What follows belongs to an exercise in optimizing a design on an open flow for small area; a production flow would make more cautious choices.
The RTL was checked by simulation tests, not by an equivalence proof against the original design.
Power and IR drop assume default switching activity.

**config.mk**
```make
export PLATFORM = sky130hd
export DESIGN_NAME = peak_top
export DESIGN_NICKNAME = peak_top
export VERILOG_FILES = /design/flow/design.v
export SDC_FILE = /design/flow/constraint.sdc
export NUM_CORES = 4
export LEC_CHECK = 0
export ABC_AREA = 0
export CAP_MARGIN = 20
export CORE_MARGIN = 2
export CORE_UTILIZATION = 40
export CTS_BUF_LIST = sky130_fd_sc_hd__clkbuf_4 sky130_fd_sc_hd__clkbuf_8
export SLEW_MARGIN = 20
export SYNTH_HIERARCHICAL = 1
```
**constraint.sdc**
```tcl
create_clock -name core_clock -period 20.0 [get_ports {CLK}]
set_input_delay 4.0000 -clock core_clock [delete_from_list [all_inputs] [get_ports {CLK}]]
set_output_delay 4.0000 -clock core_clock [all_outputs]
set_load 0.01 [all_outputs]
```
**design.v**
```verilog
package peak_pkg;
  typedef logic [31:0] word_t;
  typedef logic [4:0]  reg_num_t;
  localparam logic [6:0] OPC_LUI    = 7'b0110111;
  localparam logic [6:0] OPC_AUIPC  = 7'b0010111;
  localparam logic [6:0] OPC_JAL    = 7'b1101111;
  localparam logic [6:0] OPC_JALR   = 7'b1100111;
  localparam logic [6:0] OPC_BRANCH = 7'b1100011;
  localparam logic [6:0] OPC_LOAD   = 7'b0000011;
  localparam logic [6:0] OPC_STORE  = 7'b0100011;
  localparam logic [6:0] OPC_OP_IMM = 7'b0010011;
  localparam logic [6:0] OPC_OP     = 7'b0110011;
  localparam logic [6:0] OPC_SYSTEM = 7'b1110011;
  localparam logic [7:0] DBG_REG_PAGE = 8'h10;
endpackage
module cl_inv (input logic a, output logic y);
  assign y = ~a;
endmodule
module cl_nand2 (input logic a, input logic b, output logic y);
  assign y = ~(a & b);
endmodule
module cl_nor2 (input logic a, input logic b, output logic y);
  assign y = ~(a | b);
endmodule
module cl_and2 (input logic a, input logic b, output logic y);
  assign y = a & b;
endmodule
module cl_xor2 (input logic a, input logic b, output logic y);
  assign y = a ^ b;
endmodule
module cl_xnor2 (input logic a, input logic b, output logic y);
  assign y = ~(a ^ b);
endmodule
module cl_nand3 (input logic a, input logic b, input logic c, output logic y);
  assign y = ~(a & b & c);
endmodule
module cl_nand4 (input logic a, input logic b, input logic c, input logic d, output logic y);
  assign y = ~(a & b & c & d);
endmodule
module cl_a21oi (input logic a1, input logic a2, input logic b1, output logic y);
  assign y = ~((a1 & a2) | b1);
endmodule
module cl_o21ai (input logic a1, input logic a2, input logic b1, output logic y);
  assign y = ~((a1 | a2) & b1);
endmodule
module cl_a22oi (input logic a1, input logic a2, input logic b1, input logic b2, output logic y);
  assign y = ~((a1 & a2) | (b1 & b2));
endmodule
module cl_a222oi (
  input  logic a1, input logic a2,
  input  logic b1, input logic b2,
  input  logic c1, input logic c2,
  output logic y
);
  assign y = ~((a1 & a2) | (b1 & b2) | (c1 & c2));
endmodule
module cl_mux2i (input logic a0, input logic a1, input logic s, output logic y);
  assign y = ~(s ? a1 : a0);
endmodule
module cl_ha (input logic a, input logic b, output logic s, output logic co);
  assign s  = a ^ b;
  assign co = a & b;
endmodule
module cl_fa (input logic a, input logic b, input logic ci, output logic s, output logic co);
  assign s  = a ^ b ^ ci;
  assign co = (a & b) | (ci & (a ^ b));
endmodule
`timescale 1ns/1ps
module peak_decode (
  input  logic [31:0] inst,
  output logic        lui,
  output logic        auipc,
  output logic        jal,
  output logic        jalr,
  output logic        branch,
  output logic        load,
  output logic        store,
  output logic        ebreak,
  output logic        wr_rd,     
  output logic        use_rs2,   
  output logic        sub,       
  output logic        r_sum,     
  output logic        r_p,
  output logic        r_g,
  output logic        r_shl,
  output logic        r_shr,
  output logic        r_slt
);
  logic [6:0] opc;
  logic [6:0] f7;
  logic [2:0] f3;
  logic       op_imm_opc;
  logic       op_opc;
  logic       imm_ok;
  logic       reg_ok;
  logic       alu;
  assign opc = inst[6:0];
  assign f3  = inst[14:12];
  assign f7  = inst[31:25];
  assign op_imm_opc = (opc == peak_pkg::OPC_OP_IMM);
  assign op_opc     = (opc == peak_pkg::OPC_OP);
  assign imm_ok = (f3[1:0] != 2'b01) | (f7 == 7'h00) | ((f7 == 7'h20) & f3[2]);
  assign reg_ok = (f7 == 7'h00) | ((f7 == 7'h20) & ((f3 == 3'b000) | (f3 == 3'b101)));
  assign lui    = (opc == peak_pkg::OPC_LUI);
  assign auipc  = (opc == peak_pkg::OPC_AUIPC);
  assign jal    = (opc == peak_pkg::OPC_JAL);
  assign jalr   = (opc == peak_pkg::OPC_JALR) & (f3 == 3'b000);
  assign branch = (opc == peak_pkg::OPC_BRANCH) & (f3[2:1] != 2'b01);
  assign load   = (opc == peak_pkg::OPC_LOAD) & (f3 != 3'b011) & (f3[2:1] != 2'b11);
  assign store  = (opc == peak_pkg::OPC_STORE) & ~f3[2] & (f3[1:0] != 2'b11);
  assign alu    = (op_imm_opc & imm_ok) | (op_opc & reg_ok);
  assign ebreak = (inst == 32'h0010_0073);
  assign wr_rd  = lui | auipc | jal | jalr | load | alu;
  assign use_rs2 = (opc[5] & opc[4]) | (opc[6] & ~opc[2]);
  assign sub     = (opc[6] & ~opc[2]) |
                   (opc[4] & ~opc[2] & ((f3[2:1] == 2'b01) | (opc[5] & (f3 == 3'b000) & f7[5])));
  assign r_sum = alu & (f3 == 3'b000);
  assign r_p   = alu & ((f3 == 3'b100) | (f3 == 3'b110));
  assign r_g   = alu & ((f3 == 3'b111) | (f3 == 3'b110));
  assign r_shl = alu & (f3 == 3'b001);
  assign r_shr = alu & (f3 == 3'b101);
  assign r_slt = alu & (f3[2:1] == 2'b01);
endmodule
`timescale 1ns/1ps
module peak_alu (
  input  logic [31:0] a,         
  input  logic [31:0] rs2,
  input  logic [31:0] inst,      
  input  logic        use_rs2,
  input  logic        store,
  input  logic        sub,
  output logic [31:0] sum,
  output logic [31:0] p,         
  output logic [31:0] g,         
  output logic [31:0] sh,        
  output logic        ltu,
  output logic        lt,
  output logic        eq
);
  logic        use_i;
  logic        use_s;
  logic        sgn;
  logic        left;
  logic        fill;
  logic        fill_n;
  logic [31:0] obn;              
  logic [31:0] bx;               
  logic [32:0] c;                
  logic [4:0]  shamt;
  assign use_i = ~use_rs2 & ~store;
  assign use_s = ~use_rs2 & store;
  assign sgn   = ~use_rs2 & inst[31];
  for (genvar i = 0; i < 5; i++) begin : g_ob_lo
    cl_a222oi u_ob (
      .a1(use_rs2), .a2(rs2[i]),
      .b1(use_i),   .b2(inst[20 + i]),
      .c1(use_s),   .c2(inst[7 + i]),
      .y(obn[i])
    );
  end
  for (genvar i = 5; i < 11; i++) begin : g_ob_mid
    cl_a22oi u_ob (.a1(use_rs2), .a2(rs2[i]), .b1(~use_rs2), .b2(inst[20 + i]), .y(obn[i]));
  end
  for (genvar i = 11; i < 32; i++) begin : g_ob_hi
    cl_a21oi u_ob (.a1(use_rs2), .a2(rs2[i]), .b1(sgn), .y(obn[i]));
  end
  for (genvar i = 0; i < 32; i++) begin : g_bx
    cl_xnor2 u_bx (.a(obn[i]), .b(sub), .y(bx[i]));
  end
  assign c[0] = sub;
  for (genvar i = 0; i < 32; i++) begin : g_add
    cl_xor2 u_p (.a(a[i]), .b(bx[i]), .y(p[i]));
    if (i % 2 == 0) begin : g_even
      cl_and2  u_g (.a(a[i]), .b(bx[i]), .y(g[i]));
      cl_a21oi u_c (.a1(p[i]), .a2(c[i]), .b1(g[i]), .y(c[i + 1]));
      cl_xor2  u_s (.a(p[i]), .b(c[i]), .y(sum[i]));
    end else begin : g_odd
      logic gn;
      logic k;
      cl_nand2 u_gn (.a(a[i]), .b(bx[i]), .y(gn));
      cl_nor2  u_k  (.a(a[i]), .b(bx[i]), .y(k));
      cl_o21ai u_c  (.a1(k), .a2(c[i]), .b1(gn), .y(c[i + 1]));
      cl_xnor2 u_s  (.a(p[i]), .b(c[i]), .y(sum[i]));
      cl_inv   u_g  (.a(gn), .y(g[i]));
    end
  end
  assign ltu = ~c[32];
  assign lt  = p[31] ? sum[31] : a[31];
  assign eq  = &p;
  assign left   = ~inst[14];
  assign fill   = inst[30] & inst[14] & a[31];
  assign fill_n = ~fill;
  for (genvar i = 0; i < 5; i++) begin : g_shamt
    cl_inv u_sa (.a(obn[i]), .y(shamt[i]));
  end
  logic [5:0][31:0] lv;
  for (genvar i = 0; i < 32; i++) begin : g_rev
    cl_mux2i u_r (.a0(a[i]), .a1(a[31 - i]), .s(left), .y(lv[0][i]));
  end
  for (genvar k = 0; k < 5; k++) begin : g_lvl
    for (genvar i = 0; i < 32; i++) begin : g_bit
      if (i + (1 << k) < 32) begin : g_in
        cl_mux2i u_m (.a0(lv[k][i]), .a1(lv[k][i + (1 << k)]), .s(shamt[k]), .y(lv[k + 1][i]));
      end else begin : g_fill
        cl_mux2i u_m (.a0(lv[k][i]), .a1((k % 2 == 0) ? fill_n : fill), .s(shamt[k]),
                      .y(lv[k + 1][i]));
      end
    end
  end
  assign sh = lv[5];
endmodule
`timescale 1ns/1ps
module peak_regfile (
  input  logic        CLK,
  input  logic [4:0]  ra,
  input  logic        ra_en,
  output logic [31:0] ra_val,
  input  logic [4:0]  rb,
  output logic [31:0] rb_val,
  input  logic        we,
  input  logic [4:0]  wa,
  input  logic [31:0] wd
);
  logic [31:0] regs [1:31];
  logic [31:1] sel_a;
  logic [31:1] sel_b;
  logic [31:1] sel_w;
  always_comb begin
    for (int r = 1; r < 32; r++) begin
      sel_a[r] = ra_en & (ra == 5'(r));
      sel_b[r] = (rb == 5'(r));
      sel_w[r] = we & (wa == 5'(r));
    end
  end
  for (genvar r = 1; r < 32; r++) begin : g_reg
    always_ff @(posedge CLK) begin
      if (sel_w[r]) begin
        regs[r] <= wd;
      end
    end
  end
  for (genvar b = 0; b < 32; b++) begin : g_bit
    logic [31:1] col;
    for (genvar r = 1; r < 32; r++) begin : g_col
      assign col[r] = regs[r][b];
    end
    peak_rdsel u_ra (.sel(sel_a), .d(col), .q(ra_val[b]));
    peak_rdsel u_rb (.sel(sel_b), .d(col), .q(rb_val[b]));
  end
endmodule
module peak_rdsel (
  input  logic [31:1] sel,
  input  logic [31:1] d,
  output logic        q
);
  logic [10:0] n;
  for (genvar k = 0; k < 10; k++) begin : g_k
    cl_a222oi u_aoi (
      .a1(sel[3*k+1]), .a2(d[3*k+1]),
      .b1(sel[3*k+2]), .b2(d[3*k+2]),
      .c1(sel[3*k+3]), .c2(d[3*k+3]),
      .y(n[k])
    );
  end
  cl_nand2 u_last (.a(sel[31]), .b(d[31]), .y(n[10]));
  peak_nand11 u_or (.n(n), .q(q));
endmodule
module peak_nand11 (
  input  logic [10:0] n,
  output logic        q
);
  assign q = ~&n;
endmodule
`timescale 1ns/1ps
module peak_lsu (
  input  logic [2:0]  f3,
  input  logic        store,
  input  logic [1:0]  lane,
  input  logic [31:0] rs2_val,
  input  logic [31:0] rdata,
  output logic [31:0] wdata,
  output logic [3:0]  wstb,
  output logic [31:0] load_val
);
  logic        byte_op;
  logic        half_op;
  logic [1:0]  ld_lane;
  logic [31:0] shifted;
  logic        sign;
  assign byte_op = (f3[1:0] == 2'b00);
  assign half_op = (f3[1:0] == 2'b01);
  assign wdata[7:0]   = rs2_val[7:0];
  assign wdata[15:8]  = byte_op ? rs2_val[7:0] : rs2_val[15:8];
  assign wdata[23:16] = f3[1] ? rs2_val[23:16] : rs2_val[7:0];
  assign wdata[31:24] = byte_op ? rs2_val[7:0] : (half_op ? rs2_val[15:8] : rs2_val[31:24]);
  always_comb begin
    if (!store) begin
      wstb = 4'b0000;
    end else if (byte_op) begin
      wstb = 4'b0001 << lane;
    end else if (half_op) begin
      wstb = lane[1] ? 4'b1100 : 4'b0011;
    end else begin
      wstb = 4'b1111;
    end
  end
  assign ld_lane = f3[1] ? 2'b00 : lane;
  assign shifted = rdata >> {ld_lane, 3'b000};
  assign sign    = ~f3[2] & (byte_op ? shifted[7] : shifted[15]);
  assign load_val[7:0]   = shifted[7:0];
  assign load_val[15:8]  = byte_op ? {8{sign}} : shifted[15:8];
  assign load_val[31:16] = f3[1] ? shifted[31:16] : {16{sign}};
endmodule
`timescale 1ns/1ps
module peak_sequencer #(
  parameter logic [31:0] START_ADDR = 32'h0000_0000
) (
  input  logic        CLK,
  input  logic        RST_N,
  input  logic [31:0] inst,
  input  logic        fetch_ready,
  input  logic        branch,
  input  logic        jal,
  input  logic        jalr,
  input  logic        ls,
  input  logic        data_ready,
  input  logic        ebreak,
  input  logic        cond,        
  input  logic [31:0] alu_sum,     
  input  logic        halt_req,
  input  logic        resume_req,
  output logic [31:1] pc,
  output logic [31:1] pc_sum,      
  output logic [31:1] pc_inc,      
  output logic        active,
  output logic        halted,
  output logic        resuming,
  output logic        running,
  output logic        retire
);
  typedef enum logic [1:0] {
    S_RESET,
    S_EXEC,
    S_HALT,
    S_RESUME
  } state_e;
  state_e      state;
  logic        halt_req_q;
  logic [31:1] imm;
  logic [31:1] nxt_n;
  logic [31:1] pc_d;
  logic        pc_en;
  logic        rst;
  logic        taken;
  logic        sel_alu;
  logic        sel_pcs;
  logic        sel_inc;
  assign active   = (state == S_EXEC);
  assign halted   = (state == S_HALT);
  assign resuming = (state == S_RESUME);
  assign running  = (state == S_RESET) | active;
  assign retire = active & fetch_ready & (~ls | data_ready);
  always_comb begin
    if (branch) begin
      imm = {{20{inst[31]}}, inst[7], inst[30:25], inst[11:8]};
    end else if (jal) begin
      imm = {{12{inst[31]}}, inst[19:12], inst[20], inst[30:21]};
    end else begin
      imm = {inst[31:12], 11'd0};
    end
  end
  logic [31:2] c;
  cl_ha u_s1 (.a(pc[1]), .b(imm[1]), .s(pc_sum[1]), .co(c[2]));
  for (genvar i = 2; i < 16; i++) begin : g_pa
    logic p;
    cl_xor2 u_p (.a(pc[i]), .b(imm[i]), .y(p));
    if (i % 2 == 0) begin : g_even
      logic g;
      cl_and2  u_g (.a(pc[i]), .b(imm[i]), .y(g));
      cl_a21oi u_c (.a1(p), .a2(c[i]), .b1(g), .y(c[i + 1]));
      cl_xor2  u_s (.a(p), .b(c[i]), .y(pc_sum[i]));
    end else begin : g_odd
      logic gn;
      logic k;
      cl_nand2 u_gn (.a(pc[i]), .b(imm[i]), .y(gn));
      cl_nor2  u_k  (.a(pc[i]), .b(imm[i]), .y(k));
      cl_o21ai u_c  (.a1(k), .a2(c[i]), .b1(gn), .y(c[i + 1]));
      cl_xnor2 u_s  (.a(p), .b(c[i]), .y(pc_sum[i]));
    end
  end
  for (genvar i = 16; i < 32; i++) begin : g_pf
    if (i < 31) begin : g_fa
      cl_fa u_fa (.a(pc[i]), .b(imm[i]), .ci(c[i]), .s(pc_sum[i]), .co(c[i + 1]));
    end else begin : g_top
      logic p;
      cl_xor2 u_p (.a(pc[i]), .b(imm[i]), .y(p));
      cl_xor2 u_s (.a(p), .b(c[i]), .y(pc_sum[i]));
    end
  end
  logic [32:3] ci;
  assign pc_inc[1] = pc[1];
  cl_inv u_i2 (.a(pc[2]), .y(pc_inc[2]));
  assign ci[3] = pc[2];
  for (genvar i = 3; i < 32; i++) begin : g_inc
    cl_ha u_h (.a(pc[i]), .b(ci[i]), .s(pc_inc[i]), .co(ci[i + 1]));
  end
  assign taken   = (branch & cond) | jal | jalr;
  assign sel_alu = taken & jalr;
  assign sel_pcs = taken & ~jalr;
  assign sel_inc = ~taken;
  assign rst     = ~RST_N;
  assign pc_en   = retire | rst;
  for (genvar i = 1; i < 32; i++) begin : g_nxt
    cl_a222oi u_n (
      .a1(sel_alu), .a2(alu_sum[i]),
      .b1(sel_pcs), .b2(pc_sum[i]),
      .c1(sel_inc), .c2(pc_inc[i]),
      .y(nxt_n[i])
    );
    if (START_ADDR[i]) begin : g_one
      cl_nand2 u_r (.a(RST_N), .b(nxt_n[i]), .y(pc_d[i]));
    end else begin : g_zero
      cl_nor2 u_r (.a(rst), .b(nxt_n[i]), .y(pc_d[i]));
    end
  end
  always_ff @(posedge CLK) begin
    if (pc_en) begin
      pc <= pc_d;
    end
  end
  always_ff @(posedge CLK) begin
    if (!RST_N) begin
      halt_req_q <= 1'b0;
    end else begin
      halt_req_q <= halt_req;
    end
  end
  always_ff @(posedge CLK) begin
    if (!RST_N) begin
      state <= S_RESET;
    end else begin
      case (state)
        S_RESET:  state <= halt_req_q ? S_HALT : S_EXEC;
        S_EXEC: begin
          if (retire && (halt_req_q || ebreak)) begin
            state <= S_HALT;
          end
        end
        S_HALT: begin
          if (resume_req) begin
            state <= S_RESUME;
          end
        end
        default: begin
          if (!resume_req) begin
            state <= S_RESET;
          end
        end
      endcase
    end
  end
endmodule
`timescale 1ns/1ps
module peak_core #(
  parameter logic [31:0] START_ADDR = 32'h0000_0000
) (
  input  logic        CLK,
  input  logic        RST_N,
  output logic        fetch_req_valid,
  output logic [31:0] fetch_req_addr,
  input  logic        fetch_rsp_ready,
  input  logic [31:0] fetch_rsp_rdata,
  output logic        data_req_valid,
  output logic [3:0]  data_req_wstb,
  output logic [31:0] data_req_addr,
  output logic [31:0] data_req_wdata,
  input  logic        data_rsp_ready,
  input  logic [31:0] data_rsp_rdata,
  input  logic        halt_req,
  input  logic        resume_req,
  output logic        halted,
  output logic        resuming,
  output logic        running,
  input  logic        dbg_req_en,
  input  logic        dbg_req_wr,
  input  logic [15:0] dbg_req_addr,
  input  logic [31:0] dbg_req_wdata,
  output logic [31:0] dbg_rdata
);
  logic [31:0] inst;
  logic        lui, auipc, jal, jalr, branch, load, store, ebreak, wr_rd;
  logic        use_rs2, sub;
  logic        r_sum, r_p, r_g, r_shl, r_shr, r_slt;
  logic [31:0] rs1_val;
  logic [31:0] rs2_val;
  logic [31:0] sum;
  logic [31:0] p;
  logic [31:0] g;
  logic [31:0] sh;
  logic        ltu, lt, eq;
  logic        cond;
  logic        slt_val;
  logic [31:1] pc;
  logic [31:1] pc_sum;
  logic [31:1] pc_inc;
  logic [31:0] load_val;
  logic        active;
  logic        retire;
  logic        dbg_hit;
  logic        exec;
  logic [31:0] rd_val;
  logic        we;
  logic [4:0]  wa;
  logic        q_sum, q_p, q_g, q_shl, q_shr, q_slt, q_ld, q_auipc, q_link, q_lui, q_dbg;
  assign inst = fetch_rsp_rdata;
  peak_decode u_decode (
    .inst    (inst),
    .lui     (lui),
    .auipc   (auipc),
    .jal     (jal),
    .jalr    (jalr),
    .branch  (branch),
    .load    (load),
    .store   (store),
    .ebreak  (ebreak),
    .wr_rd   (wr_rd),
    .use_rs2 (use_rs2),
    .sub     (sub),
    .r_sum   (r_sum),
    .r_p     (r_p),
    .r_g     (r_g),
    .r_shl   (r_shl),
    .r_shr   (r_shr),
    .r_slt   (r_slt)
  );
  assign dbg_hit = dbg_req_en & halted & (dbg_req_addr[15:8] == peak_pkg::DBG_REG_PAGE);
  peak_regfile u_regfile (
    .CLK    (CLK),
    .ra     (halted ? dbg_req_addr[4:0] : inst[19:15]),
    .ra_en  (~halted | dbg_hit),
    .ra_val (rs1_val),
    .rb     (inst[24:20]),
    .rb_val (rs2_val),
    .we     (we),
    .wa     (wa),
    .wd     (rd_val)
  );
  assign dbg_rdata = {32{halted}} & rs1_val;
  peak_alu u_alu (
    .a       (rs1_val),
    .rs2     (rs2_val),
    .inst    (inst),
    .use_rs2 (use_rs2),
    .store   (store),
    .sub     (sub),
    .sum     (sum),
    .p       (p),
    .g       (g),
    .sh      (sh),
    .ltu     (ltu),
    .lt      (lt),
    .eq      (eq)
  );
  assign cond    = (inst[14] ? (inst[13] ? ltu : lt) : eq) ^ inst[12];
  assign slt_val = inst[12] ? ltu : lt;
  peak_lsu u_lsu (
    .f3       (inst[14:12]),
    .store    (store),
    .lane     (sum[1:0]),
    .rs2_val  (rs2_val),
    .rdata    (data_rsp_rdata),
    .wdata    (data_req_wdata),
    .wstb     (data_req_wstb),
    .load_val (load_val)
  );
  peak_sequencer #(
    .START_ADDR (START_ADDR)
  ) u_sequencer (
    .CLK         (CLK),
    .RST_N       (RST_N),
    .inst        (inst),
    .fetch_ready (fetch_rsp_ready),
    .branch      (branch),
    .jal         (jal),
    .jalr        (jalr),
    .ls          (load | store),
    .data_ready  (data_rsp_ready),
    .ebreak      (ebreak),
    .cond        (cond),
    .alu_sum     (sum),
    .halt_req    (halt_req),
    .resume_req  (resume_req),
    .pc          (pc),
    .pc_sum      (pc_sum),
    .pc_inc      (pc_inc),
    .active      (active),
    .halted      (halted),
    .resuming    (resuming),
    .running     (running),
    .retire      (retire)
  );
  assign fetch_req_valid = active;
  assign fetch_req_addr  = {pc, 1'b0};
  assign data_req_valid  = active & (load | store);
  assign data_req_addr   = sum;
  assign exec    = ~halted;
  assign q_sum   = exec & r_sum;
  assign q_p     = exec & r_p;
  assign q_g     = exec & r_g;
  assign q_shl   = exec & r_shl;
  assign q_shr   = exec & r_shr;
  assign q_slt   = exec & r_slt;
  assign q_ld    = exec & load;
  assign q_auipc = exec & auipc;
  assign q_link  = exec & (jal | jalr);
  assign q_lui   = exec & lui;
  assign q_dbg   = halted;
  peak_wmux u_wmux (
    .q_sum   (q_sum),
    .q_p     (q_p),
    .q_g     (q_g),
    .q_shl   (q_shl),
    .q_shr   (q_shr),
    .q_slt   (q_slt),
    .q_ld    (q_ld),
    .q_auipc (q_auipc),
    .q_link  (q_link),
    .q_lui   (q_lui),
    .q_dbg   (q_dbg),
    .sum     (sum),
    .p       (p),
    .g       (g),
    .sh      (sh),
    .slt_val (slt_val),
    .ld      (load_val),
    .pc_sum  (pc_sum),
    .pc_inc  (pc_inc),
    .inst    (inst),
    .dbgw    (dbg_req_wdata),
    .rd_val  (rd_val)
  );
  assign we = (retire & wr_rd) | (dbg_hit & dbg_req_wr);
  assign wa = halted ? dbg_req_addr[4:0] : inst[11:7];
endmodule
module peak_wmux (
  input  logic        q_sum,
  input  logic        q_p,
  input  logic        q_g,
  input  logic        q_shl,
  input  logic        q_shr,
  input  logic        q_slt,
  input  logic        q_ld,
  input  logic        q_auipc,
  input  logic        q_link,
  input  logic        q_lui,
  input  logic        q_dbg,
  input  logic [31:0] sum,
  input  logic [31:0] p,
  input  logic [31:0] g,
  input  logic [31:0] sh,
  input  logic        slt_val,
  input  logic [31:0] ld,
  input  logic [31:1] pc_sum,
  input  logic [31:1] pc_inc,
  input  logic [31:0] inst,
  input  logic [31:0] dbgw,
  output logic [31:0] rd_val
);
  for (genvar i = 0; i < 32; i++) begin : g_bit
    logic n1, n2, n3;
    cl_a222oi u_1 (
      .a1(q_sum), .a2(sum[i]),
      .b1(q_p),   .b2(p[i]),
      .c1(q_g),   .c2(g[i]),
      .y(n1)
    );
    cl_a222oi u_2 (
      .a1(q_shr), .a2(sh[i]),
      .b1(q_shl), .b2(sh[31 - i]),
      .c1(q_ld),  .c2(ld[i]),
      .y(n2)
    );
    if (i == 0) begin : g_b0
      cl_a22oi u_3 (.a1(q_dbg), .a2(dbgw[i]), .b1(q_slt), .b2(slt_val), .y(n3));
      cl_nand3 u_o (.a(n1), .b(n2), .c(n3), .y(rd_val[i]));
    end else begin : g_bn
      cl_a222oi u_3 (
        .a1(q_auipc), .a2(pc_sum[i]),
        .b1(q_link),  .b2(pc_inc[i]),
        .c1(q_dbg),   .c2(dbgw[i]),
        .y(n3)
      );
      if (i < 12) begin : g_lo
        cl_nand3 u_o (.a(n1), .b(n2), .c(n3), .y(rd_val[i]));
      end else begin : g_hi
        logic n4;
        cl_nand2 u_4 (.a(q_lui), .b(inst[i]), .y(n4));
        cl_nand4 u_o (.a(n1), .b(n2), .c(n3), .d(n4), .y(rd_val[i]));
      end
    end
  end
endmodule
`timescale 1ns/1ps
module peak_top (
  input  logic        CLK,
  input  logic        RST_N,
  output logic        fetch_req_valid,
  output logic [31:0] fetch_req_addr,
  input  logic        fetch_rsp_ready,
  input  logic [31:0] fetch_rsp_rdata,
  output logic        data_req_valid,
  output logic [3:0]  data_req_wstb,
  output logic [31:0] data_req_addr,
  output logic [31:0] data_req_wdata,
  input  logic        data_rsp_ready,
  input  logic [31:0] data_rsp_rdata,
  input  logic        halt_req,
  input  logic        resume_req,
  output logic        halted,
  output logic        resuming,
  output logic        running,
  input  logic        dbg_req_en,
  input  logic        dbg_req_wr,
  input  logic [15:0] dbg_req_addr,
  input  logic [31:0] dbg_req_wdata,
  output logic [31:0] dbg_rdata
);
  peak_core #(
    .START_ADDR (32'h0000_0100)
  ) u_core (
    .CLK             (CLK),
    .RST_N           (RST_N),
    .fetch_req_valid (fetch_req_valid),
    .fetch_req_addr  (fetch_req_addr),
    .fetch_rsp_ready (fetch_rsp_ready),
    .fetch_rsp_rdata (fetch_rsp_rdata),
    .data_req_valid  (data_req_valid),
    .data_req_wstb   (data_req_wstb),
    .data_req_addr   (data_req_addr),
    .data_req_wdata  (data_req_wdata),
    .data_rsp_ready  (data_rsp_ready),
    .data_rsp_rdata  (data_rsp_rdata),
    .halt_req        (halt_req),
    .resume_req      (resume_req),
    .halted          (halted),
    .resuming        (resuming),
    .running         (running),
    .dbg_req_en      (dbg_req_en),
    .dbg_req_wr      (dbg_req_wr),
    .dbg_req_addr    (dbg_req_addr),
    .dbg_req_wdata   (dbg_req_wdata),
    .dbg_rdata       (dbg_rdata)
  );
endmodule
```
**run.sh**
```bash
#!/bin/bash
# synth_recipe.tcl (not shown) runs the flow's synth.tcl, then flattens the netlist and writes it again
# the make line also repeats each setting of config.mk as NAME=value (left out here)
make -C /OpenROAD-flow-scripts/flow DESIGN_CONFIG=/design/flow/config.mk WORK_HOME=/design/flow/orfs CLKGATE_MAP_FILE= SYNTH_SCRIPT=/design/flow/synth_recipe.tcl finish
```
==> qor.yml, run 1 <==
clocking:
  cts_tree: "done"
  clk_latency_ns: 0.91
  cts_resized: 0
  cts.path.max_buffers: 3
  post-cts-setup-buffer-count: 0
  root_buffer: "clkbuf_8"
  clkSlewWorstSetupHoldPaths_ns: 0.06
  cts.sinks: 1026
  cts_hold_buf: 0
  htreeDepth: 4
  cts_buffers: 169
placement:
  hpwl_mm: 136
  portBuffers: 252
  place_ws_ns: 1.21
  dpl_cell_area_um2: 55200
  placedCellCount: 5298
  globalplace.congestion: 0.968
synth:
  synth_common_cells: "edfxtp_1, a222oi_1, mux2i_1"
  ys_types: 79
  synth_edf_count: 1023
  syn_inst: 3310
  synthTopCellsByArea: "edfxtp_1, a222oi_1, mux2i_1"
  syn_area_um2: 49000
  synth_top_area_share: 0.627
  synth_nets: 3479
  yosys.area.top_type: "edfxtp_1"
  synth_most_common_cell: "edfxtp_1"
  ys_ff_latch: 1026
  async_flop_share: 0
  yosys_warnings: 10
  avgSynthCellArea_um2: 14.8
  synth-main-ff-cell: "edfxtp_1"
  yosysSeqAreaShare: 0.628
sta:
  finalWorstSetupSlack_ns: 0.731
  fin_worst_skew_ns: 0.0872
  holdWs_ns: 0.552
  drv_slew: 0
  setup-violations-final: 0
  hold_viol: 0
  min_period_ns: 19.27
  relSlewSlack: 0.213
  worst_pin_slew_ns: 1.18
  max_freq_ghz: 0.0519
  rsz0062_at_grt: "false"
  tns_ns: 0
  fin_crit_sh: 0.963
floorplanning:
  die_height_um: 354
  ios: 257
  die_area_um2: 125000
  coreArea_um2: 122000
  die_w_um: 354
  row_count: 128
  start_util: 0.403
worst_setup_path:
  cp_data_arrival_time_ns: 15.27
  slowest_stage: "o21ai_0"
  crit_path_max_incr_delay_ns: 0.75
  rr_endpoint: "u_core.u_sequencer.pc[3]"
  crit_path_frequent_cell: "a21oi_2"
  worstPathRequired_ns: 16.00
  cp_max_fo: 16
  path_class: "in -> out"
  cp-endpoint: "data_req_addr[31]"
  r2r-start: "u_core.u_sequencer.state[0]"
  reg2reg_slack_ns: 7.23
  cp-end-kind: "output pin"
  crit_start: "fetch_rsp_rdata[19]"
  cp-start-kind: "primary input"
  rr_worst_depth: 50
grt:
  antenna_found_initial: 14
  grt_pass1_wl_mm: 285
  grt_pass1_vias: 37900
  grt_max_degree: 69
  grt-ovfl-total: 0
  grt.total_usage: 0.320
drt:
  drc: 0
  vias: 40300
  vias_per_cell: 7.20
  ant_nets: 0
  drt-initial-drc-count: 10200
  totalWireLength_mm: 209
  wl_per_cell_um: 37.3
  drtPass1Iterations: 21
job:
  max-cap-violations: 0
power:
  power_frac_comb: 0.442
  p_int_mw: 4.58
  power_frac_seq: 0.323
  p_sw_mw: 3.22
  total_power_mw: 7.80
  pwr_density_cell_nw_per_um2: 133
  pwr-share-clk: 0.236
  power_leakage_nw: 19.5
  ir_drop_mv: 0.104
  swShare: 0.413
final_layout:
  nets: 4014
  drive_above_1_share: 0.169
  final_util: 0.481
  syn_to_final_growth_pct: 19.4
  fin_area_um2: 58500
  layoutNonFillerInstCount: 5603
status:
  status: "complete, no violations"
min_path:
  hold_path.class: "reg -> reg"
-- modules after synthesis (local to each module, per instance), excerpt --
module | area [um2] | flip-flops and latches
peak_lsu | 1250 | 0
peak_alu | 357 | 0
peak_nand11 | 23.8 | 0
cl_ha | 12.5 | 0
cl_mux2i | 10.0 | 0
cl_xnor2 | 8.76 | 0
cl_nand4 | 6.26 | 0
cl_nand3 | 5.00 | 0
-- worst min-delay path by stage --
stage	from	end	cells after the start
2_1_floorplan	u_core.u_sequencer.state[0]	u_core.u_sequencer.state[0]	2
3_3_place_gp	u_core.u_sequencer.state[0]	u_core.u_sequencer.state[0]	2
3_5_place_dp	u_core.u_sequencer.state[0]	u_core.u_sequencer.state[0]	2
4_1_cts	u_core.u_sequencer.state[0]	u_core.u_sequencer.state[0]	2
5_1_grt	u_core.u_sequencer.state[0]	u_core.u_sequencer.state[0]	2
6_report	u_core.u_sequencer.state[0]	u_core.u_sequencer.state[0]	2
-- logic make-up after synthesis --
kind of cell	share of synthesized area
compound gates	0.187
xor+xnor	0.0229
fa+ha+maj	0.0148
buf+inv	0.0147
flops	0.628
mux	0.0486
other cells	0.0000765
simple gates	0.0839
-- cells in the final DEF (no fill, tap or decap), types with 26 or more instances in the layout --
master	netlist	final
inv_1	53	53
clkbuf_4	0	61
nand3_1	80	79
a222oi_1	771	771
a21oi_2	44	44
o21ai_1	26	26
edfxtp_1	1023	1023
o21ai_0	35	35
or3_1	67	67
clkinv_1	2	44
clkbuf_8	0	173
xnor2_1	55	55
nor2_4	0	73
mux2i_1	201	201
clkdlybuf4s50_1	0	250
buf_4	44	190
nand4_1	161	161
ha_1	34	33
xor2_1	73	73
nand2_1	158	157
and2_1	59	59
nor2_1	157	67
-- final cells by class --
| cell class | instances | area (um2) |
|---|---|---|
| clock buffers | 234 | 2840 |
| well taps | 1625 | 2030 |
| flip-flops and latches | 1026 | 30800 |
| diodes | 2 | 5.00 |
| repair buffers | 445 | 3980 |
| clock inverters | 68 | 480 |
| inverters | 56 | 210 |
| multi-input cells | 2147 | 18200 |
| fillers | 10700 | 63200 |
-- flip-flops by register name (all words and copies together) (netlist names) --
register / flops
u_core.u_regfile.regs: 992
u_core.u_sequencer.state: 2
u_core.u_sequencer.halt_req_q: 1
u_core.u_sequencer.pc: 31
-- power groups by stage --
stage / logic, mW / registers [mW] / clock network [mW]
2_1_floorplan: 1.70 / 2.56 / 0
3_3_place_gp: 3.30 / 2.56 / 0
3_5_place_dp: 3.30 / 2.56 / 0
4_1_cts: 3.32 / 2.51 / 1.85
5_1_grt: 3.51 / 2.52 / 1.95
6_report: 3.44 / 2.51 / 1.84
-- routing by layer --
metal / vias to the layer above / GRT usage / part of all wire
met4: 10 / 0.185 / 0.065
met5: - / 0 / 0.00032
li1: 16200 / - / -
met1: 19900 / 0.410 / 0.36
met3: 593 / 0.0824 / 0.14
met2: 3571 / 0.491 / 0.44
-- critical path, delay by kind of cell --
family          cells  cell delay, ns
simple gates        4            2.00
compound gates     33            6.79
buf+inv             3            1.52
xor+xnor            2            0.96
==> run 2: changes to the inputs <==
--- a/design.v
+++ b/design.v
@@ -284,13 +284,13 @@
 );
-  logic        byte_op;
-  logic        half_op;
-  logic [1:0]  ld_lane;
-  logic [31:0] shifted;
-  logic        sign;
+  logic       byte_op;
+  logic       half_op;
+  logic       word_op;
+  logic [3:0] l;           
+  logic [2:0] h;           
+  logic       sign;
+  logic       bs_n;        
+  logic       sx;          
   assign byte_op = (f3[1:0] == 2'b00);
   assign half_op = (f3[1:0] == 2'b01);
-  assign wdata[7:0]   = rs2_val[7:0];
-  assign wdata[15:8]  = byte_op ? rs2_val[7:0] : rs2_val[15:8];
-  assign wdata[23:16] = f3[1] ? rs2_val[23:16] : rs2_val[7:0];
-  assign wdata[31:24] = byte_op ? rs2_val[7:0] : (half_op ? rs2_val[15:8] : rs2_val[31:24]);
+  assign word_op = f3[1];
   always_comb begin
@@ -306,8 +306,59 @@
   end
-  assign ld_lane = f3[1] ? 2'b00 : lane;
-  assign shifted = rdata >> {ld_lane, 3'b000};
-  assign sign    = ~f3[2] & (byte_op ? shifted[7] : shifted[15]);
-  assign load_val[7:0]   = shifted[7:0];
-  assign load_val[15:8]  = byte_op ? {8{sign}} : shifted[15:8];
-  assign load_val[31:16] = f3[1] ? shifted[31:16] : {16{sign}};
+  logic byte_n;
+  logic word_n;
+  assign byte_n = ~byte_op;
+  assign word_n = ~word_op;
+  assign wdata[7:0] = rs2_val[7:0];
+  for (genvar j = 0; j < 8; j++) begin : g_st
+    logic [5:0] t;
+    cl_nand2 u_1a (.a(byte_op), .b(rs2_val[j]),      .y(t[0]));
+    cl_nand2 u_1b (.a(byte_n),  .b(rs2_val[8 + j]),  .y(t[1]));
+    cl_nand2 u_1  (.a(t[0]),    .b(t[1]),            .y(wdata[8 + j]));
+    cl_nand2 u_2a (.a(word_op), .b(rs2_val[16 + j]), .y(t[2]));
+    cl_nand2 u_2b (.a(word_n),  .b(rs2_val[j]),      .y(t[3]));
+    cl_nand2 u_2  (.a(t[2]),    .b(t[3]),            .y(wdata[16 + j]));
+    cl_nand2 u_3a (.a(word_op), .b(rs2_val[24 + j]), .y(t[4]));
+    cl_nand2 u_3b (.a(word_n),  .b(wdata[8 + j]),    .y(t[5]));
+    cl_nand2 u_3  (.a(t[4]),    .b(t[5]),            .y(wdata[24 + j]));
+  end
+  assign l[0] = word_op | (lane == 2'd0);
+  assign l[1] = ~word_op & (lane == 2'd1);
+  assign l[2] = ~word_op & (lane == 2'd2);
+  assign l[3] = ~word_op & (lane == 2'd3);
+  assign h[0] = ~byte_op & l[0];
+  assign h[1] = half_op & l[1];
+  assign h[2] = half_op & l[2];
+  always_comb begin
+    if (byte_op) begin
+      sign = rdata[{lane, 3'd7}];
+    end else begin
+      case (lane)
+        2'd0:    sign = rdata[15];
+        2'd1:    sign = rdata[23];
+        2'd2:    sign = rdata[31];
+        default: sign = 1'b0;
+      endcase
+    end
+    sign = sign & ~f3[2];
+  end
+  assign bs_n = ~(byte_op & sign);
+  assign sx   = ~word_op & sign;
+  for (genvar j = 0; j < 8; j++) begin : g_ld
+    logic n0, n1, n2;
+    cl_a22oi u_l0 (.a1(l[0]), .a2(rdata[j]),      .b1(l[1]), .b2(rdata[8 + j]),  .y(n0));
+    cl_a22oi u_l1 (.a1(l[2]), .a2(rdata[16 + j]), .b1(l[3]), .b2(rdata[24 + j]), .y(n1));
+    cl_nand2 u_lo (.a(n0), .b(n1), .y(load_val[j]));
+    cl_a222oi u_h (
+      .a1(h[0]), .a2(rdata[8 + j]),
+      .b1(h[1]), .b2(rdata[16 + j]),
+      .c1(h[2]), .c2(rdata[24 + j]),
+      .y(n2)
+    );
+    cl_nand2 u_ho (.a(n2), .b(bs_n), .y(load_val[8 + j]));
+  end
+  for (genvar j = 16; j < 32; j++) begin : g_up
+    logic n3;
+    cl_a21oi u_u (.a1(word_op), .a2(rdata[j]), .b1(sx), .y(n3));
+    cl_inv   u_i (.a(n3), .y(load_val[j]));
+  end
 endmodule
--- a/config.mk
+++ b/config.mk
@@ -11,3 +11,4 @@
 export CORE_UTILIZATION = 40
-export CTS_BUF_LIST = sky130_fd_sc_hd__clkbuf_4 sky130_fd_sc_hd__clkbuf_8
+export CTS_CLUSTER_DIAMETER = 100
+export CTS_CLUSTER_SIZE = 20
 export SLEW_MARGIN = 20
==> run 2 against run 1 <==
Effect of this change: die area shrank 0.33%; synthesized area shrank 0.33%; largest power group unchanged; critical path type unchanged; global-route usage grew 1.4 points.
==> qor.yml, run 2 <==
final_layout:
  layout_common_cells: "edfxtp_1, a222oi_1, clkdlybuf4s50_1, nand2_1, buf_4"
  fin_area_um2: 56900
  syn_to_final_growth_pct: 16.6
  largest_register_ffs: 992
  reg_top3: "u_core.u_regfile.regs (992), u_core.u_sequencer.pc (31), u_core.u_sequencer.state (2)"
  drive_above_1_share: 0.130
  final_common_cell: "edfxtp_1"
  top_register: "u_core.u_regfile.regs"
  nets: 3962
worst_setup_path:
  crit_path_max_incr_delay_ns: 0.71
  crit_path_frequent_cell: "a21oi_2"
  cp-start-kind: "primary input"
  cpLargestDelayFamily: "compound AO/OA/AOI/OAI gates"
  cp_max_fo: 12
  worstPathRequired_ns: 16.00
  cp-end-kind: "output pin"
  rr_worst_depth: 53
  cp.depth: 42
  slowest_stage: "clkdlybuf4s50_1"
  worstPathBufferInverterCount: 2
  cp_data_arrival_time_ns: 15.32
  path_class: "in -> out"
sta:
  tns_ns: 0
  holdWs_ns: 0.544
  max_freq_ghz: 0.0518
  finalWorstSetupSlack_ns: 0.680
  rsz0062_at_grt: "false"
  relSlewSlack: 0.140
  drv_slew: 0
  min_period_ns: 19.32
  fin_crit_sh: 0.966
  worst_pin_slew_ns: 1.29
  hold_viol: 0
  fin_worst_skew_ns: 0.0729
  setup-violations-final: 0
min_path:
  whs_path_depth: 2
  hold_path.class: "reg -> reg"
drt:
  vias: 40300
  vias_per_cell: 7.41
  ant_nets: 0
  wl_per_cell_um: 40.1
  drtPass1Iterations: 14
  drt-initial-drc-count: 10200
  drc: 0
  totalWireLength_mm: 218
synth:
  synth_edf_count: 1023
  async_flop_share: 0
  avgSynthCellArea_um2: 14.7
  yosys_warnings: 10
  yosys.area.top_type: "edfxtp_1"
  synthTopCellsByArea: "edfxtp_1, a222oi_1, mux2i_1"
  yosysSeqAreaShare: 0.630
  synth_top_area_share: 0.629
  synth-main-ff-cell: "edfxtp_1"
  ys_ff_latch: 1026
  synth_nets: 3502
  ys_types: 71
  syn_area_um2: 48800
  synth_most_common_cell: "edfxtp_1"
  syn_inst: 3333
  synth_common_cells: "edfxtp_1, a222oi_1, nand2_1"
clocking:
  post-cts-setup-buffer-count: 0
  cts_hold_buf: 0
  clkSlewWorstSetupHoldPaths_ns: 0.08
  cts.sinks: 1026
  root_buffer: "clkbuf_16"
  htreeDepth: 2
  cts_buffers: 60
  clk_latency_ns: 0.75
  cts.path.max_buffers: 3
  cts_tree: "done"
  cts_resized: 0
grt:
  use_met1: 0.410
  grt.total_usage: 0.333
  use_met3: 0.0948
  top_usage_layer: "met2"
  grt_pass1_vias: 37600
  antenna_found_initial: 11
  grt_pass1_wl_mm: 294
  grt_max_degree: 66
  grt-ovfl-total: 0
  grtUsageMet2: 0.511
placement:
  portBuffers: 252
  hpwl_mm: 143
  globalplace.congestion: 1.02
  dpl_cell_area_um2: 55200
  place_ws_ns: 1.18
job:
  max-cap-violations: 0
floorplanning:
  die_area_um2: 125000
  start_util: 0.402
  die_w_um: 353
  row_count: 128
  die_height_um: 353
  ios: 257
  coreArea_um2: 121000
power:
  p_int_mw: 4.14
  p_sw_mw: 3.16
  ir_drop_mv: 0.110
  pwr_density_cell_nw_per_um2: 128
  power_frac_comb: 0.483
  power_frac_seq: 0.344
  power_leakage_nw: 18.8
  swShare: 0.433
  pwr-share-clk: 0.173
status:
  status: "complete, no violations"
[run 2: routing by layer]
layer | vias up | part of all wire | wire (um)
li1 | 16000 | - | -
met1 | 20000 | 0.34 | 73700
met2 | 3650 | 0.44 | 95600
met3 | 620 | 0.14 | 31200
met4 | 6 | 0.079 | 17100
met5 | - | 0.00019 | 42
[run 2: final timing paths]
kind,to,slack (ns),startpoint
worst min-delay path,u_core.u_sequencer.state[0],0.54,u_core.u_sequencer.state[0]
worst max-delay path,data_req_addr[31],0.68,fetch_rsp_rdata[24]
worst max register to register,u_core.u_sequencer.pc[20],6.74,u_core.u_sequencer.state[0]
worst min register to register,u_core.u_sequencer.state[0],0.54,u_core.u_sequencer.state[0]
[run 2: kinds of logic after synthesis]
kind of cell | share of synthesized area
buffers and inverters | 0.0144
other | 0.0000768
adder cells (fa/ha/maj) | 0.0149
multiplexers | 0.0408
flip-flops | 0.630
AO/OA/AOI/OAI | 0.188
AND/OR/NAND/NOR | 0.0888
XOR/XNOR | 0.0230
[run 2: Yosys stat by module (local to each module, per instance), excerpt]
module,flops+latches,cells
cl_inv,0,1
cl_xnor2,0,1
cl_nor2,0,1
cl_a222oi,0,1
cl_nand4,0,1
peak_lsu,0,38
[run 2: area by class of cell]
type	count	area, um2
Inverter	73	274
Sequential cell	1026	30800
Fill cell	10800	64500
Clock inverter	10	161
Clock buffer	61	1510
Timing Repair Buffer	464	4120
Multi-Input combinational cell	2168	18000
Antenna cell	7	17.5
Tap cell	1625	2030
[run 2: tightest hold or removal path, stage by stage, from the launching register on]
cell	delay, ns
dfxtp_1	0.35
o31ai_1	0.08
a21oi_1	0.07
[run 2: power groups by stage]
stage	clock network (mW)	registers [mW]	logic [mW]
after detailed placement	0	2.56	3.38
after global routing	1.34	2.51	3.59
after global placement	0	2.56	3.37
after floorplan	0	2.56	1.69
after CTS	1.27	2.51	3.39
final	1.26	2.51	3.53
[run 2: through the flow]
stage / instances / total power [mW] / utilization
after floorplan: 3333 / 4.25 / -
after global placement: 5355 / 5.93 / 0.455
after detailed placement: 5356 / 5.94 / 0.455
after CTS: 5427 / 7.17 / 0.469
after global routing: 5428 / 7.44 / 0.469
final: 5434 / 7.30 / 0.469
==> run 3: changes to the inputs <==
==> flow/run.sh (new file) <==
#!/bin/bash
# Layout: the standard synthesis and layout steps, with 1x buffers on
# the ports and a clock tree of larger sink clusters without dummy loads.
# Each call's full output goes to its own log in this folder; ORFS keeps
# every step's log under orfs/logs.
set -euo pipefail
bash standard.sh synth > synth.log 2>&1
bash standard.sh \
  'BUFFER_PORTS_ARGS=-buffer_cell sky130_fd_sc_hd__buf_1' \
  'CTS_ARGS=-sink_clustering_enable -repair_clock_nets -dont_use_dummy_load -sink_clustering_size 20 -sink_clustering_max_diameter 100' \
  finish > layout.log 2>&1
==> standard.sh (new file) <==
#!/bin/bash
# synth_recipe.tcl (not shown) runs the flow's synth.tcl, then flattens the netlist and writes it again
# the make line also repeats each setting of config.mk as NAME=value (left out here)
make -C /OpenROAD-flow-scripts/flow DESIGN_CONFIG=/design/flow/config.mk WORK_HOME=/design/flow/orfs CLKGATE_MAP_FILE= SYNTH_SCRIPT=/design/flow/synth_recipe.tcl "${@:-finish}"
removed: run.sh
==> run 3 against run 2 <==
Effect of this change: utilization is 1.5 points lower; non-clock buffer count shrank 8; first-iteration DRC count grew 2.6%; register-to-register slack got worse by 0.06 ns; clock power shrank 3%; total power fell by 3.9%; critical endpoint is now data_req_addr[30].
==> qor.yml, run 3 <==
status:
  status: "complete, no violations"
synth:
  syn_inst: 3333
  synth_common_cells: "edfxtp_1, a222oi_1, nand2_1"
  synthSimpleGateAreaFrac: 0.0888
  yosys_warnings: 10
  synth_xor_area_frac: 0.0230
  synthAdderAreaFrac: 0.0149
  syn_area_um2: 48800
  async_flop_share: 0
  synthTopCellsByArea: "edfxtp_1, a222oi_1, mux2i_1"
  synth_edf_count: 1023
  synth_compound_area_frac: 0.188
  yosysSeqAreaShare: 0.630
  ys_ff_latch: 1026
  synth_nets: 3502
  synth_top_family_by_area: "compound AO/OA/AOI/OAI gates"
  synth-main-ff-cell: "edfxtp_1"
  avgSynthCellArea_um2: 14.7
  yosys.area.top_type: "edfxtp_1"
  synth_top_area_share: 0.629
  ys_types: 71
  synthMuxAreaShare: 0.0408
  synth_most_common_cell: "edfxtp_1"
sta:
  max_freq_ghz: 0.0532
  tns_ns: 0
  relSlewSlack: 0.160
  worst_pin_slew_ns: 1.26
  min_period_ns: 18.80
  setup-violations-final: 0
  rsz0062_at_grt: "false"
  fin_worst_skew_ns: 0.0703
  drv_slew: 0
  fin_crit_sh: 0.940
  hold_viol: 0
power:
  swShare: 0.446
  ir_drop_mv: 0.0870
  pwr-share-clk: 0.174
  pwr_density_cell_nw_per_um2: 127
  power_leakage_nw: 18.0
  power_frac_comb: 0.469
  power_frac_seq: 0.358
  p_int_mw: 3.89
  p_sw_mw: 3.13
clocking:
  cts_tree: "done"
  cts.path.max_buffers: 3
  cts_buffers: 61
  root_buffer: "clkbuf_16"
  htreeDepth: 2
  cts_resized: 0
  cts_hold_buf: 0
  post-cts-setup-buffer-count: 0
  clkSlewWorstSetupHoldPaths_ns: 0.06
  clk_latency_ns: 0.74
  cts.sinks: 1026
drt:
  ant_nets: 0
  drc: 0
  wl_per_cell_um: 39.7
  vias: 39900
  drt-initial-drc-count: 10500
  totalWireLength_mm: 215
  drtPass1Iterations: 14
  vias_per_cell: 7.35
worst_setup_path:
  cp_data_arrival_time_ns: 14.80
  cp_max_fo: 15
  slowest_stage: "nand2b_1"
  crit_path_max_incr_delay_ns: 0.76
  r2r-start: "u_core.u_sequencer.state[0]"
  cp-start-kind: "primary input"
  path_class: "in -> out"
  reg2reg_slack_ns: 6.68
  rr_endpoint: "u_core.u_sequencer.pc[30]"
  worstPathRequired_ns: 16.00
  rr_worst_depth: 55
  cp-end-kind: "output pin"
final_layout:
  syn_to_final_growth_pct: 12.9
  largest_register_ffs: 992
  final_common_cell: "edfxtp_1"
  drive_above_1_share: 0.127
  top_register: "u_core.u_regfile.regs"
  reg_top3: "u_core.u_regfile.regs (992), u_core.u_sequencer.pc (31), u_core.u_sequencer.state (2)"
  layout_common_cells: "edfxtp_1, a222oi_1, buf_1, nand2_1, buf_4"
  fin_area_um2: 55200
  nets: 3955
placement:
  hpwl_mm: 141
  globalplace.congestion: 1.01
  portBuffers: 252
  dpl_cell_area_um2: 53600
grt:
  antenna_found_initial: 10
  grt_pass1_vias: 37400
  grt_max_degree: 68
  grt.total_usage: 0.329
  grt_pass1_wl_mm: 290
  grt-ovfl-total: 0
floorplanning:
  die_height_um: 353
  coreArea_um2: 121000
  start_util: 0.402
  ios: 257
  die_w_um: 353
  row_count: 128
  die_area_um2: 125000
min_path:
  whs_endpoint: "u_core.u_sequencer.state[0]"
  hold_path.class: "reg -> reg"
  hold_start: "u_core.u_sequencer.state[0]"
  whs_path_depth: 2
job:
  max-cap-violations: 0
[run 3: changes by cell type in the layout (fill, tap and decap cells not counted), moves of 2 or more]
cell / previous run / this run
buf_1: 0 / 251
buf_4: 210 / 203
clkdlybuf4s50_1: 251 / 0
clkinv_16: 2 / 0
clkinv_8: 2 / 0
diode_2: 7 / 13
nand3_1: 78 / 76
nand3_2: 2 / 4
[run 3: cells by family after synthesis]
kind of cell	after synthesis
and+or+nand+nor	841
DFF	1026
adders and majority gates	49
AOI/OAI and AO/OA	952
muxes	197
other	1
buffers and inverters	139
xor gates and xnor gates	128
[run 3: how the worst max path moves through the flow]
stage,start,end
floorplan,dbg_req_addr[11],data_req_addr[31]
global placement,fetch_rsp_rdata[21],data_req_addr[30]
detailed placement,fetch_rsp_rdata[21],data_req_addr[30]
CTS,fetch_rsp_rdata[21],data_req_addr[30]
global route,fetch_rsp_rdata[21],data_req_addr[30]
finish,fetch_rsp_rdata[21],data_req_addr[30]
[run 3: per-layer routing]
layer / global-route usage / up-vias / wire length, um
met5: 0.00792 / - / 203
met4: 0.226 / 14 / 17700
met3: 0.0918 / 613 / 31200
met2: 0.506 / 3591 / 94500
met1: 0.401 / 19600 / 71500
li1: - / 16000 / -
[run 3: metrics by stage]
| stage | hold WS (ns) | total power, mW | util | setup WS [ns] | instances |
|---|---|---|---|---|---|
| floorplan | 0.490 | 4.25 | - | 3.46 | 3333 |
| global placement | 0.514 | 5.67 | 0.441 | 1.66 | 5346 |
| detailed placement | 0.549 | 5.68 | 0.441 | 1.68 | 5347 |
| CTS | 0.554 | 6.86 | 0.454 | 1.64 | 5408 |
| global route | 0.586 | 7.15 | 0.454 | 0.677 | 5411 |
| finish | 0.547 | 7.02 | 0.454 | 1.20 | 5422 |
[run 3: worst max-delay path, delay by kind of cell]
family / cells / cell delay (ns)
compound gates: 32 / 6.80
simple gates: 4 / 1.83
xor+xnor: 3 / 1.31
buf+inv: 3 / 0.84
[run 3: area by class of cell]
class                   instances  area (um2)
flip-flops and latches       1026       30800
repair buffers                456        2480
well taps                    1625        2030
diodes                         13        32.5
multi-input cells            2168       18000
inverters                      73         274
clock buffers                  61        1530
fillers                     10900       66200
[run 3: modules after synthesis (local to each module, per instance), a selection]
module,area [um2],copies in the design,cells inside,flip-flops and latches
peak_regfile,30500,1,1133,992
cl_nor2,3.75,53,1,0
cl_inv,3.75,38,1,0
cl_a222oi,10.0,779,1,0
peak_lsu,275,1,38,0
cl_nand2,3.75,196,1,0
cl_fa,20.0,15,1,0
[run 3: power groups by stage]
| stage | clock network (mW) | logic, mW | registers [mW] |
|---|---|---|---|
| floorplan | 0 | 1.69 | 2.56 |
| global placement | 0 | 3.11 | 2.56 |
| detailed placement | 0 | 3.12 | 2.56 |
| CTS | 1.22 | 3.13 | 2.51 |
| global route | 1.29 | 3.35 | 2.51 |
| finish | 1.22 | 3.29 | 2.51 |
==> run 4: changes to the inputs <==
--- a/design.v
+++ b/design.v
@@ -227,8 +227,20 @@
   logic [31:1] sel_w;
+  logic [7:0] hi_a_n, hi_b_n, hi_w_n;
+  logic [3:0] lo_a_n, lo_b_n, lo_w_n;
   always_comb begin
-    for (int r = 1; r < 32; r++) begin
-      sel_a[r] = ra_en & (ra == 5'(r));
-      sel_b[r] = (rb == 5'(r));
-      sel_w[r] = we & (wa == 5'(r));
+    for (int h = 0; h < 8; h++) begin
+      hi_a_n[h] = ~(ra_en & (ra[4:2] == 3'(h)));
+      hi_b_n[h] = ~(rb[4:2] == 3'(h));
+      hi_w_n[h] = ~(we & (wa[4:2] == 3'(h)));
     end
+    for (int l = 0; l < 4; l++) begin
+      lo_a_n[l] = ~(ra[1:0] == 2'(l));
+      lo_b_n[l] = ~(rb[1:0] == 2'(l));
+      lo_w_n[l] = ~(wa[1:0] == 2'(l));
+    end
+  end
+  for (genvar r = 1; r < 32; r++) begin : g_dec
+    cl_nor2 u_a (.a(hi_a_n[r >> 2]), .b(lo_a_n[r & 3]), .y(sel_a[r]));
+    cl_nor2 u_b (.a(hi_b_n[r >> 2]), .b(lo_b_n[r & 3]), .y(sel_b[r]));
+    cl_nor2 u_w (.a(hi_w_n[r >> 2]), .b(lo_w_n[r & 3]), .y(sel_w[r]));
   end
@@ -291,3 +303,3 @@
   logic       bs_n;        
-  logic       sx;          
+  logic       sx_n;        
   assign byte_op = (f3[1:0] == 2'b00);
@@ -344,7 +356,12 @@
   assign bs_n = ~(byte_op & sign);
-  assign sx   = ~word_op & sign;
+  assign sx_n = ~(~word_op & sign);
   for (genvar j = 0; j < 8; j++) begin : g_ld
     logic n0, n1, n2;
-    cl_a22oi u_l0 (.a1(l[0]), .a2(rdata[j]),      .b1(l[1]), .b2(rdata[8 + j]),  .y(n0));
-    cl_a22oi u_l1 (.a1(l[2]), .a2(rdata[16 + j]), .b1(l[3]), .b2(rdata[24 + j]), .y(n1));
+    cl_a222oi u_l0 (
+      .a1(l[0]), .a2(rdata[j]),
+      .b1(l[1]), .b2(rdata[8 + j]),
+      .c1(l[2]), .c2(rdata[16 + j]),
+      .y(n0)
+    );
+    cl_nand2 u_l1 (.a(l[3]), .b(rdata[24 + j]), .y(n1));
     cl_nand2 u_lo (.a(n0), .b(n1), .y(load_val[j]));
@@ -360,4 +377,4 @@
     logic n3;
-    cl_a21oi u_u (.a1(word_op), .a2(rdata[j]), .b1(sx), .y(n3));
-    cl_inv   u_i (.a(n3), .y(load_val[j]));
+    cl_nand2 u_u (.a(word_op), .b(rdata[j]), .y(n3));
+    cl_nand2 u_i (.a(n3), .b(sx_n), .y(load_val[j]));
   end
--- a/flow/run.sh
+++ b/flow/run.sh
@@ -9,3 +9,3 @@
   'BUFFER_PORTS_ARGS=-buffer_cell sky130_fd_sc_hd__buf_1' \
-  'CTS_ARGS=-sink_clustering_enable -repair_clock_nets -dont_use_dummy_load -sink_clustering_size 20 -sink_clustering_max_diameter 100' \
+  'CTS_ARGS=-sink_clustering_enable -repair_clock_nets -dont_use_dummy_load -sink_clustering_size 14 -sink_clustering_max_diameter 70 -buf_list sky130_fd_sc_hd__clkbuf_8' \
   finish > layout.log 2>&1
==> run 4 against run 3 <==
Effect of this change: setup slack improved by 0.33 ns; global-route usage shrank 0.50 points; via count is 0.62% higher; combinational power down 3%; first-iteration DRC count fell by 2.7%; maximum frequency grew 1.8%; critical path depth unchanged; cell count up 0.17%; total power down 3.7%; die area fell by 0.47%; still clean; synthesized cell count shrank 0.39%.
==> qor.yml, run 4 <==
status:
  status: "complete, no violations"
synth:
  syn_inst: 3320
  synth_common_cells: "edfxtp_1, a222oi_1, nand2_1"
  async_flop_share: 0
  synthTopCellsByArea: "edfxtp_1, a222oi_1, mux2i_1"
  synth_top_area_share: 0.632
  syn_area_um2: 48600
  yosysSeqAreaShare: 0.633
  yosys.area.top_type: "edfxtp_1"
  ys_types: 70
  synth_nets: 3489
  avgSynthCellArea_um2: 14.6
  ys_ff_latch: 1026
  synth_most_common_cell: "edfxtp_1"
  yosys_warnings: 10
  synth-main-ff-cell: "edfxtp_1"
  synth_edf_count: 1023
clocking:
  cts_resized: 0
  htreeDepth: 3
  cts.sinks: 1026
  cts_buffers: 88
  cts.path.max_buffers: 3
  post-cts-setup-buffer-count: 0
  cts_tree: "done"
  clk_latency_ns: 0.77
  clkSlewWorstSetupHoldPaths_ns: 0.05
  cts_hold_buf: 0
  root_buffer: "clkbuf_8"
drt:
  wl_per_cell_um: 38.9
  met2WireLength_mm: 91.0
  wl_met3_mm: 29.1
  totalWireLength_mm: 211
  drtPass1Iterations: 13
  wl_met1_mm: 70.8
  drc: 0
  drt-initial-drc-count: 10200
  vias_per_cell: 7.39
  vias: 40100
  ant_nets: 0
  top_layer_used: "met5"
final_layout:
  reg_top3: "u_core.u_regfile.regs (992), u_core.u_sequencer.pc (31), u_core.u_sequencer.state (2)"
  top_register: "u_core.u_regfile.regs"
  drive_above_1_share: 0.123
  final_common_cell: "edfxtp_1"
  layout_common_cells: "edfxtp_1, a222oi_1, nand2_1, buf_1, buf_4"
  syn_to_final_growth_pct: 12.4
  largest_register_ffs: 992
  nets: 3975
worst_setup_path:
  worstPathRequired_ns: 16.00
  cp_max_fo: 20
  cp_data_arrival_time_ns: 14.47
  rr_endpoint: "u_core.u_sequencer.pc[27]"
  cp-endpoint: "data_req_addr[31]"
  crit_start: "fetch_rsp_rdata[17]"
  crit_path_frequent_cell: "a21oi_2"
  rr_worst_depth: 51
  path_class: "in -> out"
  cp-start-kind: "primary input"
  crit_path_max_incr_delay_ns: 0.80
  cp-end-kind: "output pin"
  reg2reg_slack_ns: 6.91
  slowest_stage: "nor2_4"
  r2r-start: "u_core.u_sequencer.state[0]"
sta:
  fin_crit_sh: 0.923
  hold_viol: 0
  holdWs_ns: 0.542
  worst_pin_slew_ns: 1.27
  min_period_ns: 18.47
  max_freq_ghz: 0.0542
  fin_worst_skew_ns: 0.116
  relSlewSlack: 0.153
  tns_ns: 0
  drv_slew: 0
  setup-violations-final: 0
  rsz0062_at_grt: "false"
floorplanning:
  die_area_um2: 124000
  ios: 257
  die_w_um: 353
  row_count: 127
  die_height_um: 353
  coreArea_um2: 120000
  start_util: 0.404
placement:
  globalplace.congestion: 1.03
  hpwl_mm: 141
  portBuffers: 252
grt:
  antenna_found_initial: 19
  grt_pass1_vias: 37700
  grt-ovfl-total: 0
  grt.total_usage: 0.324
  grt_max_degree: 55
  grt_pass1_wl_mm: 287
power:
  pwr_density_cell_nw_per_um2: 124
  power_leakage_nw: 17.8
  total_power_mw: 6.76
  ir_drop_mv: 0.0917
min_path:
  hold_path.class: "reg -> reg"
job:
  max-cap-violations: 0
run 4: worst min-delay path by stage:
| stage | startpoint | depth (start not counted) | slack [ns] | end |
|---|---|---|---|---|
| 6_report | u_core.u_sequencer.state[0] | 2 | 0.54 | u_core.u_sequencer.state[0] |
| 5_1_grt | u_core.u_sequencer.state[0] | 2 | 0.57 | u_core.u_sequencer.state[0] |
| 4_1_cts | u_core.u_sequencer.state[0] | 2 | 0.54 | u_core.u_sequencer.state[0] |
| 3_5_place_dp | u_core.u_sequencer.state[0] | 2 | 0.53 | u_core.u_sequencer.state[0] |
| 3_3_place_gp | u_core.u_sequencer.state[0] | 2 | 0.53 | u_core.u_sequencer.state[0] |
| 2_1_floorplan | u_core.u_sequencer.state[0] | 2 | 0.49 | u_core.u_sequencer.state[0] |
run 4: logic make-up after synthesis:
kind of cell	after synthesis	share of synthesized area
DFF	1026	0.633
AOI/OAI and AO/OA	930	0.184
and+or+nand+nor	876	0.0914
muxes	197	0.0409
xor gates and xnor gates	128	0.0231
buffers and inverters	113	0.0126
adders and majority gates	49	0.0149
other	1	0.0000772
run 4: layout make-up:
cell class | count | area (um2)
inverters | 57 | 214
clock buffers | 88 | 1210
multi-input cells | 2181 | 17900
fillers | 10800 | 65700
flip-flops and latches | 1026 | 30800
repair buffers | 452 | 2450
well taps | 1612 | 2020
diodes | 15 | 37.5
run 4: per-layer routing:
metal / up-vias / GRT usage
li1: 16000 / -
met2: 3573 / 0.487
met4: 10 / 0.259
met1: 19800 / 0.389
met3: 725 / 0.0931
met5: - / 0
run 4: worst max-delay path: cells and delay by family:
| family | cells | cell delay [ns] |
|---|---|---|
| simple gates | 4 | 1.90 |
| buf+inv | 3 | 0.97 |
| xor+xnor | 2 | 0.97 |
| compound gates | 33 | 6.59 |
run 4: metrics by stage:
| step | utilization | setup slack, ns | area, um2 | instances |
|---|---|---|---|---|
| global route | 0.454 | 1.04 | 54600 | 5420 |
| global placement | 0.444 | 2.00 | 53400 | 5327 |
| floorplan | - | 3.85 | 48600 | 3320 |
| finish | 0.454 | 1.53 | 54600 | 5431 |
| CTS | 0.454 | 1.90 | 54600 | 5416 |
| detailed placement | 0.444 | 1.95 | 53400 | 5328 |
run 4: report_power, final:
group,switching [mW],internal [mW]
Sequential,0.0170,2.49
Clock,0.665,0.392
Combinational,2.39,0.804
Total,3.07,3.69
run 4: modules after synthesis, one instance, submodules excluded, excerpt:
module       cells inside  cell area [um2]
peak_lsu               37              268
cl_fa                   1             20.0
cl_nand2                1             3.75
cl_xor2                 1             8.76
cl_inv                  1             3.75
cl_xnor2                1             8.76
peak_decode            57              364
cl_nor2                 1             3.75
cl_and2                 1             6.26
cl_nand3                1             5.00
cl_a222oi               1             10.0

## port drivers added, routing unchanged
In the flow no input, the clock included, has a driving cell. The finished layouts below were timed again as built, in two steps. Step 1 (the two cells are an assumption about what drives the block):
set clk [get_ports {CLK}]
set_driving_cell -lib_cell sky130_fd_sc_hd__clkbuf_16 $clk
set_driving_cell -lib_cell sky130_fd_sc_hd__buf_2 [delete_from_list [all_inputs] $clk]
Step 2 moves the port delays by t, midway between the first and last clock arrival at a register: inputs arrive t later, outputs are due t later. That takes back most of the time a late clock gives input paths. a / b / c = no drivers / after step 1 / after step 2; a / b = the first two.
run	shift t [ns]	setup slack, ns	hold WS [ns]	worst register clock-pin slew, ns	worst slew at a driven data input, ns
run 1	0.934	0.731 / 0.704 / 0.704	0.552 / 0.552 / 0.552	0.07 / 0.07	0.16
run 2	0.790	0.680 / 0.649 / 0.649	0.544 / 0.544 / 0.544	0.09 / 0.09	0.12
run 3	0.775	1.204 / 1.182 / 1.182	0.547 / 0.547 / 0.547	0.09 / 0.09	0.10
run 4	0.780	1.534 / 1.501 / 1.501	0.542 / 0.542 / 0.542	0.10 / 0.10	0.09
After both steps every run listed still meets setup and hold. For run 4, which loses most, drivers alone change the setup slack by -0.033 ns; drivers and shift together by -0.033 ns.
